Background: an optimization exercise with open tools, aiming at small area, a short achievable clock period and few clock cycles per item. Do not read the settings as production practice. In this exercise RTL edits were held to simulation tests only and were not proved equivalent to the original. Power and IR drop assume default switching activity.

== build 67 ==
// ooo_top
module ooo_top (
   input  wire         clock,
   input  wire         reset,
   input  wire         dispatch_valid,
   input  wire  [2:0]  dispatch_op,
   input  wire  [3:0]  dispatch_rd,
   input  wire  [3:0]  dispatch_rs1,
   input  wire  [3:0]  dispatch_rs2,
   input  wire  [15:0] dispatch_imm,
   output logic        dispatch_ready,
   output logic        commit_valid,
   output logic [3:0]  commit_rd,
   output logic [31:0] commit_value
);
   localparam logic [2:0] op_li  = 3'd0;
   localparam logic [2:0] op_add = 3'd1;
   localparam logic [2:0] op_sub = 3'd2;
   localparam logic [2:0] op_and = 3'd3;
   localparam logic [2:0] op_xor = 3'd4;
   localparam logic [2:0] op_mul = 3'd5;
   localparam int         mid_w  = ooo_pkg::mid_w;
   logic [31:0]      rf [16];
   logic [15:0]      rf_set;
   logic             f_valid;
   logic [2:0]       f_op;
   logic [3:0]       f_rd;
   logic [3:0]       f_rs1;
   logic [3:0]       f_rs2;
   logic [15:0]      f_imm;
   logic             ready_q;     
   logic             d_valid;
   logic             d_sub;       
   logic             d_sel_sum;   
   logic             d_sel_and;
   logic             d_sel_xor;
   logic             d_mul;
   logic [3:0]       d_rd;
   logic [31:0]      d_a;
   logic [31:0]      d_b;         
   logic [15:0]      d_one, d_two, d_neg;    
   logic             d_a_m, d_b_m, d_a_w, d_b_w;
   logic             d_ma_m, d_mb_m, d_ma_w, d_mb_w;
   logic             h_a_m, h_b_m, h_a_w, h_b_w;
   logic             h_ma_m, h_mb_m, h_ma_w, h_mb_w;
   logic             m_valid;
   logic             m_mul;
   logic [3:0]       m_rd;
   logic [mid_w-1:0] m_mid;
   logic             w_valid;
   logic [3:0]       w_rd;
   logic [31:0]      w_val;
   logic             stall;
   logic             take;
   logic             uses;
   logic             f_mul;
   logic             f_sub;
   logic             a_d, b_d, a_m, b_m, a_w, b_w;
   logic             ready_next;
   logic [31:0]      rd_a, rd_b;
   logic [15:0]      rd_one, rd_two, rd_neg;
   logic [15:0]      m_one, m_two, m_neg;
   logic [15:0]      w_one, w_two, w_neg;
   logic [15:0]      x_one, x_two, x_neg;
   logic [31:0]      m_row0;
  ...
For scale: ~5100 cells after synthesis, roughly 52000 µm² of cells after synthesis.
clock: 8.0 ns
lec_check: 0
cap_margin: 20
core_margin: 2
core_utilization: 40
cts_cluster_diameter: 80
cts_cluster_size: 25
place_density: 0.65
setup_slack_margin: 5
slew_margin: 20
tns_end_percent: 5
run.sh (not shown) runs the stock make flow with config.mk's settings and CLKGATE_MAP_FILE= SYNTH_SCRIPT=/design/flow/synth_recipe.tcl, a recipe that flattens the netlist after the stock synthesis.
Having completed the whole flow, build 67 delivered a layout that passed the timing, design-rule and antenna checks.
Testbench counts of build 67, summed over its fixed seeds: cycles 16,438, insts 16,000.
Relative to build 67, the following input files were edited for build 32:
Settings: TNS_END_PERCENT: 5 -> 0; PLACE_DENSITY: 0.65 -> 0.5.
[summary]
- Build 32 improves on build 67 in design area.
- The higher post-detailed-routing wire length of build 67 and build 32 is in build 32.
- Area growth from synthesis to layout (build 32 over build 67): decrease, 6.1 points
- There was hardly any difference in instance area after placement between build 32 and build 67.
- In build 32, post-layout utilization of the core is lower than in build 67.
- Sort build 67 and build 32 by total design power desc -> top: build 32
- Comparing peak clock frequency supported by timing for build 67 and build 32, the smaller number came from build 32.
Modified inputs, build 75 compared to build 32
Settings: swapping 0.5 for 0.85 in PLACE_DENSITY.
Findings:
Build 75 | status: complete | timing, DRC, antenna: pass. Taking build 32 as 1.0, build 75 lands at 0.949 on count of filler cells inserted in the layout. Build 75 vs. build 32: relative contribution of combinational cells to total power has remained practically unchanged; peak clock frequency supported by timing went up; share of the final layout cell area in sequential cells moved up.
For build 13, these inputs were changed with respect to build 75:
Settings: PLACE_DENSITY now 0.65, was 0.85.
Results
- Logic depth of the worst path, buffers included: higher on build 75
- Delta (build 13 minus build 75): number of non-clock buffers in the layout went up 9, post-route total power went up 0.19 mW.
- Build 13 ran to completion and came out clean on the timing, design-rule and antenna checks.
- Looking only at total length of routed wires, and setting everything else aside, the higher value of build 75 and build 13 goes to build 13.
- When the final numbers for build 75 and build 13 were put side by side, the clock share of power turned out to be smaller in build 75.
- Looking at fmax across both flows, build 13 is the stronger of the two, with build 75 trailing.
- Comparing build 75 and build 13, first-pass GRT wire length is lower on build 75.
- Diff build 75 -> build 13: fraction of power spent switching nets rose by 0.35 points, fraction of area in clock buffers and inverters rose by 0.16 points.

* * *

Starting RTL as in the previous note.
Settings: LEC_CHECK=0, CAP_MARGIN=20, CORE_MARGIN=2, CORE_UTILIZATION=50, CTS_CLUSTER_DIAMETER=80, CTS_CLUSTER_SIZE=25, PLACE_DENSITY=0.7, SETUP_SLACK_MARGIN=5, SLEW_MARGIN=20, TNS_END_PERCENT=0; clock period 8.0 ns.
The starting point went through all stages and came out clean.
Testbench counts at the start, summed over its fixed seeds: cycles 16,438, insts 16,000.
Change:
- CORE_UTILIZATION: 50 -> 40
- CTS_CLUSTER_SIZE: 25 -> 30
- PLACE_DENSITY: 0.7 -> 0.5
Core utilization falls by 11 points.
Non-clock buffer count falls by 1.
Routed wire length rises by 12%.
Cell area rises by 1.2%.
Final cell count rises by 5.8%.
Clock skew rises by 0.029 ns.
Synthesized area is unchanged.
Worst setup slack is worse by 0.036 ns.

==> re-timing with driven ports <==
How much do the figures lean on ideal ports? The routed layouts below were timed once more, with nothing changed but the port constraints.
Step 1 assumes that a clkbuf_16 drives the clock port and a buf_2 every other input.
Step 2 times the ports against the registers' clock, not the clock port: input delays grow and output delays shrink by t, the midpoint of the rising clock arrivals with the driver on.
Three values: ideal, step 1, step 2; two values: the first two.
run | t, ns | setup slack, ns | worst data-port slew with drivers (ns) | pins driven straight from the clock port
build 67 | 0.754 | 4.170 / 4.170 / 4.170 | 0.06 | 1
build 32 | 0.766 | 4.107 / 4.107 / 4.107 | 0.04 | 1
build 75 | 0.719 | 4.134 / 4.134 / 4.134 | 0.04 | 1
build 13 | 0.733 | 4.232 / 4.232 / 4.232 | 0.05 | 1
the first run of note 2 | 0.750 | 4.147 / 4.147 / 4.147 | 0.04 | 1
the second run of note 2 | 0.762 | 4.112 / 4.112 / 4.112 | 0.04 | 1
After both steps setup and hold are still met in every run listed.
